This is an optimization exercise on Yosys and OpenROAD, whose aim is small area, a short achievable clock period and few clock cycles per item, not a production implementation. Only simulation tests tie the RTL to the original design; equivalence was not proved. No activity file was given, so power comes from the tool's default toggle rates.

[flow/run.sh]
#!/bin/bash
# synth_recipe.tcl (not shown) runs the flow's synth.tcl, then flattens the netlist and writes it again
# the make line also repeats each setting of config.mk as NAME=value (left out here)
make -C /OpenROAD-flow-scripts/flow DESIGN_CONFIG=/design/flow/config.mk WORK_HOME=/design/flow/orfs CLKGATE_MAP_FILE= SYNTH_SCRIPT=/design/flow/synth_recipe.tcl finish
[flow/config.mk]
export PLATFORM = sky130hd
export DESIGN_NAME = pipe_ex_mdu
export DESIGN_NICKNAME = pipe_ex_mdu
export VERILOG_FILES = /design/flow/design.v
export SDC_FILE = /design/flow/constraint.sdc
export NUM_CORES = 4
export LEC_CHECK = 0
export CAP_MARGIN = 20
export CORE_MARGIN = 2
export CORE_UTILIZATION = 40
export SLEW_MARGIN = 20
[flow/constraint.sdc]
create_clock -name core_clock -period 10.0 [get_ports {clk_i}]
set_input_delay 2.0000 -clock core_clock [delete_from_list [all_inputs] [get_ports {clk_i}]]
set_output_delay 2.0000 -clock core_clock [all_outputs]
set_load 0.01 [all_outputs]
[flow/design.v]
module pipe_ex_mdu #(
  parameter int XLEN           = 64,
  parameter int LANES          = 2,
  parameter int BITS_PER_CYCLE = 1
) (
  input  logic                        clk_i,
  input  logic                        rst_ni,
  input  logic                        flush_i,
  input  logic [LANES-1:0]            req_valid_i,
  input  logic [LANES-1:0][2:0]       req_op_i,
  input  logic [LANES-1:0]            req_word32_i,
  input  logic [LANES-1:0][XLEN-1:0]  req_a_i,
  input  logic [LANES-1:0][XLEN-1:0]  req_b_i,
  output logic                        mdu_stall_o,
  output logic                        done_o,
  output logic [LANES-1:0][XLEN-1:0]  res_o
);
  localparam int LW = (LANES > 1) ? $clog2(LANES) : 1;
  localparam int CW = $clog2(XLEN) + 1;
  localparam int B  = BITS_PER_CYCLE;
  localparam logic [XLEN-1:0] MIN_VAL = {1'b1, {(XLEN-1){1'b0}}};
  typedef enum logic [1:0] {S_IDLE, S_CALC, S_DONE} state_t;
  function automatic logic [XLEN-1:0] sext32(input logic [31:0] v);
    sext32 = {{(XLEN-32){v[31]}}, v};
  endfunction
  state_t                state_q;
  logic [LANES-1:0]      pend_q;
  logic [LW-1:0]         lane_q;
  logic [CW-1:0]         cnt_q;
  logic [2:0]            op_q;
  logic                  w_q, spec_q, a_neg_q, b_neg_q;
  logic [XLEN-1:0]       spec_res_q;
  logic [2*XLEN-1:0]     acc_q, mcand_q;
  logic [XLEN-1:0]       mplier_q, quo_q, dvsr_q;
  logic [XLEN:0]         rem_q;
  logic [LANES-1:0]      pend_nxt;
  logic [LW-1:0]         sel;
  logic [2:0]            ld_op;
  logic                  ld_w, ld_sa, ld_sb, ld_a_neg, ld_b_neg, ld_ovf, ld_spec, ld_en;
  logic [XLEN-1:0]       ax, bx, ld_mag_a, ld_mag_b, ld_dvd, ld_spec_res;
  logic [CW-1:0]         ld_cnt;
  logic [2*XLEN-1:0]     acc_d, mcand_d, prod;
  logic [XLEN-1:0]       mplier_d, quo_d, quo_s, rem_s, res_val;
  logic [XLEN:0]         rem_d;
  always_comb begin
    pend_nxt = (state_q == S_IDLE) ? req_valid_i : pend_q;
    if (state_q == S_CALC) pend_nxt[lane_q] = 1'b0;
    sel = '0;
    for (int i = LANES-1; i >= 0; i--) begin
      if (pend_nxt[i]) sel = LW'(i);
    end
    ld_op    = req_op_i[sel];
    ld_w     = req_word32_i[sel] & ((ld_op == 3'b000) | ld_op[2]);
    ld_sa    = (ld_op == 3'b001) | (ld_op == 3'b010) | (ld_op == 3'b100) | (ld_op == 3'b110);
    ld_sb    = (ld_op == 3'b001) | (ld_op == 3'b100) | (ld_op == 3'b110);
    ax       = ld_w ? (ld_sa ? sext32(req_a_i[sel][31:0]) : XLEN'(req_a_i[sel][31:0])) : req_a_i[sel];
    bx       = ld_w ? (ld_sb ? sext32(req_b_i[sel][31:0]) : XLEN'(req_b_i[sel][31:0])) : req_b_i[sel];
    ld_a_neg = ld_sa & ax[XLEN-1];
    ld_b_neg = ld_sb & bx[XLEN-1];
    ld_mag_a = ld_a_neg ? -ax : ax;
    ld_mag_b = ld_b_neg ? -bx : bx;
    ld_dvd   = ld_w ? sext32(req_a_i[sel][31:0]) : req_a_i[sel];
    ld_ovf   = ld_sa & (ld_w ? ((req_a_i[sel][31:0] == 32'h8000_0000) & (req_b_i[sel][31:0] == 32'hFFFF_FFFF))
                             : ((req_a_i[sel] == MIN_VAL) & (req_b_i[sel] == '1)));
    ld_spec  = ld_op[2] & ((bx == '0) | ld_ovf);
    if (bx == '0) ld_spec_res = ld_op[1] ? ld_dvd : '1;
    else          ld_spec_res = ld_op[1] ? '0 : ld_dvd;
    ld_cnt   = ld_spec ? '0 : (ld_w ? CW'(32/B - 1) : CW'(XLEN/B - 1));
    ld_en    = ~flush_i & (((state_q == S_IDLE) & (|req_valid_i)) |
                           ((state_q == S_CALC) & (cnt_q == '0) & (|pend_nxt)));
  end
  always_comb begin
    acc_d    = acc_q;
    mcand_d  = mcand_q;
    mplier_d = mplier_q;
    rem_d    = rem_q;
    quo_d    = quo_q;
    for (int j = 0; j < B; j++) begin
      if (mplier_d[0]) acc_d = acc_d + mcand_d;
      mcand_d  = mcand_d << 1;
      mplier_d = mplier_d >> 1;
      rem_d    = {rem_d[XLEN-1:0], quo_d[XLEN-1]};
      quo_d    = quo_d << 1;
      if (rem_d >= {1'b0, dvsr_q}) begin
        rem_d    = rem_d - {1'b0, dvsr_q};
        quo_d[0] = 1'b1;
      end
    end
  end
  always_comb begin
    prod  = (a_neg_q ^ b_neg_q) ? -acc_d : acc_d;
    quo_s = (a_neg_q ^ b_neg_q) ? -quo_d : quo_d;
    rem_s = a_neg_q ? -rem_d[XLEN-1:0] : rem_d[XLEN-1:0];
    case (op_q)
      3'b000:                 res_val = prod[XLEN-1:0];
      3'b001, 3'b010, 3'b011: res_val = prod[2*XLEN-1:XLEN];
      3'b100, 3'b101:         res_val = quo_s;
      default:                res_val = rem_s;
    endcase
    if (w_q)    res_val = sext32(res_val[31:0]);
    if (spec_q) res_val = spec_res_q;
  end
  assign mdu_stall_o = (|req_valid_i) & ~done_o;
  always_ff @(posedge clk_i or negedge rst_ni) begin
    if (!rst_ni) begin
      state_q    <= S_IDLE;
      pend_q     <= '0;
      lane_q     <= '0;
      cnt_q      <= '0;
      op_q       <= '0;
      w_q        <= 1'b0;
      spec_q     <= 1'b0;
      a_neg_q    <= 1'b0;
      b_neg_q    <= 1'b0;
      spec_res_q <= '0;
      acc_q      <= '0;
      mcand_q    <= '0;
      mplier_q   <= '0;
      quo_q      <= '0;
      dvsr_q     <= '0;
      rem_q      <= '0;
      done_o     <= 1'b0;
      res_o      <= '0;
    end else begin
      done_o <= 1'b0;
      if (flush_i) begin
        state_q <= S_IDLE;
        pend_q  <= '0;
      end else begin
        case (state_q)
          S_IDLE: if (|req_valid_i) begin
            pend_q  <= req_valid_i;
            state_q <= S_CALC;
          end
          S_CALC: if (cnt_q == '0) begin
            res_o[lane_q] <= res_val;
            pend_q        <= pend_nxt;
            if (~|pend_nxt) begin
              state_q <= S_DONE;
              done_o  <= 1'b1;
            end
          end
          S_DONE:  state_q <= S_IDLE;
          default: state_q <= S_IDLE;
        endcase
      end
      if (ld_en) begin
        lane_q     <= sel;
        op_q       <= ld_op;
        w_q        <= ld_w;
        spec_q     <= ld_spec;
        spec_res_q <= ld_spec_res;
        a_neg_q    <= ld_a_neg;
        b_neg_q    <= ld_b_neg;
        cnt_q      <= ld_cnt;
        acc_q      <= '0;
        mcand_q    <= {{XLEN{1'b0}}, ld_mag_a};
        mplier_q   <= ld_mag_b;
        rem_q      <= '0;
        quo_q      <= ld_w ? (ld_mag_a << (XLEN-32)) : ld_mag_a;
        dvsr_q     <= ld_mag_b;
      end else if (!flush_i && state_q == S_CALC && cnt_q != '0) begin
        acc_q    <= acc_d;
        mcand_q  <= mcand_d;
        mplier_q <= mplier_d;
        rem_q    <= rem_d;
        quo_q    <= quo_d;
        cnt_q    <= cnt_q - 1'b1;
      end
    end
  end
endmodule
==> results.tsv <==
metric	value	unit
path_common_cell	a21oi_1	
grt_pass1_vias	68200	
dp_slack	1.77	ns
drc	0	
synth.area.mux_share	5.23	%
final_net_count	8940	
cts_setup_buffers	0	
viasPerCell	6.85	
p_leak	29.4	nW
antenna_found_initial	42	
rsz0062_at_grt	false	
fp.dieArea	162000	um2
syn-cell-area	63600	um2
syn_avg_cell_area	7.61	um2
drtIter0Drc	9590	
synthFlopType	dfrtp_1	
status	no timing/DRC/antenna violations	
r2r-start	mcand_q[41]	
synth.distinct_cells	121	
cts.sinks	724	
p_int	0.0104	W
critPathMaxFanout	9	
fp-row-count	146	
netlist_top_cells_count	nand2_1, o21ai_0, dfrtp_1	
finalSetupViolCount	0	
cts_buffers	93	
wl_met1	136000	um
dr_total_vias	72800	
max_slew.worst_pin.slew	1.31	ns
cts_hold_buffers	0	
dr.pass1.iters	9	
comb_power_share	66.6	%
clk_latency	0.80	ns
synth-xor-area-share	5.01	%
synth_edf_count	0	
seq_power_share	18.5	%
syn2layout_area_growth	14.7	%
routed.top_layer	met5	
io_buffers	398	
wl_per_cell	36.1	um
synthTopCellsByArea	dfrtp_1, nand2_1, o21ai_0	
drive_above_1_share	7.34	%
grt_start_max_net_pins	189	
cts_tree	done	
criticalPathCategory	register to register	
cp-end-kind	register	
start_util	40.2	%
max_freq	0.120	GHz
met2_length	172000	um
cts.path.max_buffers	3	
yosys.area_share.simple	24.4	%
gp_congestion	1.11	
worstPathCellList	ha_1 > a21oi_1 > o21ai_1 > a221oi_2 > a21boi_2 > o2111ai_1 > or3_1 > a21oi_1 > a21oi_1 > or3_1 > nor4_4 > buf_4 > nand2_1 > o21ai_0 > xor2_1 > a2111oi_1 > buf_4 > a21oi_1 > mux2_2	
cts-htree-levels	3	
cts-resized-gates	0	
cp.required	10.64	ns
worstHoldPathType	register to register	
switchingPower	0.0145	W
p_clk_share	14.9	%
postRouteWirelength	384000	um
setup_ws	1.67	ns
fin_skew	0.0524	ns
syn-num-nets	8826	
wl_met3	34600	um
slowest_stage	a2111oi_1	
ys_seq_elements	724	
synth.most_common_cell	nand2_1	
grt_usage	45.5	%
synth-async-reset-ratio	100	%
r2r_cells	19	
die_w	403	um
vdd_drop_max	0.458	mV
synth_top_family_by_area	compound AO/OA/AOI/OAI gates	
hpwl	308000	um
startpoint_type	register	
die_height	403	um
cts.clk_slew.worst_paths	0.06	ns
cts_root_buf	clkbuf_16	
max_cap_viol_count	0	
hold_viol	0	
fin_setup_tns	0	ns
synthCells	8356	
finalCriticalPeriod	8.33	ns
synth_compound_area_share	28.3	%
sw_frac_of_total	58.2	%
cp.arrival	8.97	ns
synth_top_area_share	28.5	%
synth_top_cell_by_area	dfrtp_1	
ant_nets	0	
io_pins	399	
final_max_slew_viol_count	0	
yosysSeqAreaShare	28.5	%
rrSetupSlack	1.67	ns
synthAdderAreaFrac	4.02	%
slowest_delay	1.04	ns
relSlewSlack	12.0	%
grt.overflow.total	0	
yosys_warnings	1	
crit_start	mcand_q[41]	
fin_crit_sh	83.3	%
grt_pass1_wl	530000	um
powerDensity	341	nW/um2
core_area	158000	um2
-- how the worst min path moves through the flow --
stage                        start             end  slack, ns  cells after the start
floorplan           spec_res_q[21]  spec_res_q[21]       0.44                      1
global placement    spec_res_q[15]  spec_res_q[15]       0.46                      1
detailed placement        register        register       0.46                      2
CTS                       register        register       0.48                      2
global route        spec_res_q[19]  spec_res_q[19]       0.49                      1
finish                    register        register       0.48                      2
-- critical path, delay by kind of cell, from the launching register on --
family / cells / cell delay [ns]
multiplexers: 1 / 0.33
flip-flops: 1 / 0.46
AND/OR/NAND/NOR: 4 / 1.66
adder cells (fa/ha/maj): 1 / 0.45
XOR/XNOR: 1 / 0.25
buffers and inverters: 2 / 0.50
AO/OA/AOI/OAI: 10 / 4.53
-- per-layer routing --
metal	vias up	global-route usage (%)
li1	31400	-
met2	4508	72.4
met1	35600	51.3
met3	1284	10.7
met5	-	0
met4	22	39.9
-- cells in the final DEF (no fill, tap or decap), types with 105 or more instances in the layout --
cell type / count
mux2i_1: 246
nand4_1: 194
a31oi_1: 121
o21ai_0: 845
xor2_1: 184
nand3_1: 249
a22oi_1: 151
nor4_1: 113
nand2_1: 1156
nor3_1: 223
dfrtp_1: 721
inv_1: 141
ha_1: 199
xnor2_1: 174
buf_4: 170
or3_1: 108
clkdlybuf4s50_1: 397
a21oi_1: 635
a21o_1: 105
nor2_1: 683
-- through the flow --
| step | utilization [%] | hold slack, ns | std cells | power, W | cell area, um2 |
|---|---|---|---|---|---|
| 2_1_floorplan | - | 0.444 | 8356 | 0.0136 | 63600 |
| 3_3_place_gp | 44.0 | 0.456 | 10400 | 0.0203 | 69600 |
| 3_5_place_dp | 44.0 | 0.465 | 10400 | 0.0203 | 69600 |
| 4_1_cts | 46.1 | 0.480 | 10600 | 0.0241 | 72900 |
| 5_1_grt | 46.1 | 0.489 | 10600 | 0.0256 | 73000 |
| 6_report | 46.1 | 0.480 | 10600 | 0.0249 | 73000 |
-- kinds of logic (layout without fill, tap and decap cells) --
kind of cell	Yosys count	in the layout
muxes	323	323
adders and majority gates	204	204
AOI/OAI and AO/OA	2818	2818
xor gates and xnor gates	363	363
buffers and inverters	706	893
and+or+nand+nor	3218	3218
DFF	724	724
other	0	22
-- final cells by class --
type | instances | area [um2]
Fill cell | 16000 | 85200
Multi-Input combinational cell | 6926 | 42900
Sequential cell | 724 | 18100
Timing Repair Buffer | 580 | 5490
Tap cell | 2072 | 2590
Clock buffer | 117 | 2560
Clock inverter | 51 | 724
Inverter | 145 | 547
Antenna cell | 22 | 55.1
-- power by group through the flow --
stage / Sequential, W / Clock, W / Combinational, W
final: 0.00461 / 0.00371 / 0.0166
after global routing: 0.00464 / 0.00381 / 0.0171
after CTS: 0.00453 / 0.00372 / 0.0158
after detailed placement: 0.00458 / 0 / 0.0157
after global placement: 0.00456 / 0 / 0.0157
after floorplan: 0.00411 / 0 / 0.00951
Testbench counts, summed over its fixed seeds: cycles 551,456, ops 10,683.

==> port drivers added, routing unchanged <==
In the flow no input, the clock included, has a driving cell. The finished layout below was timed again as built, in two steps. Step 1 assumes that a clkbuf_16 drives the clock port and a buf_2 every other input. Step 2 moves the port delays by t, midway between the first and last clock arrival at a register: inputs arrive t later, outputs are due t later. That takes back most of the time a late clock gives input paths. Three values: no drivers, after step 1, after step 2; two values: the first two.
shift t [ns]: 0.853
setup WS [ns]: 1.670 / 1.670 / 1.599
hold slack, ns: 0.480 / 0.480 / 0.480
worst data-port slew with drivers (ns): 0.12
cell pins on the clock port's net: 1
After both steps this run still meets setup and hold. For this run, drivers alone change the setup slack by 0.000 ns; drivers and shift together by -0.071 ns.
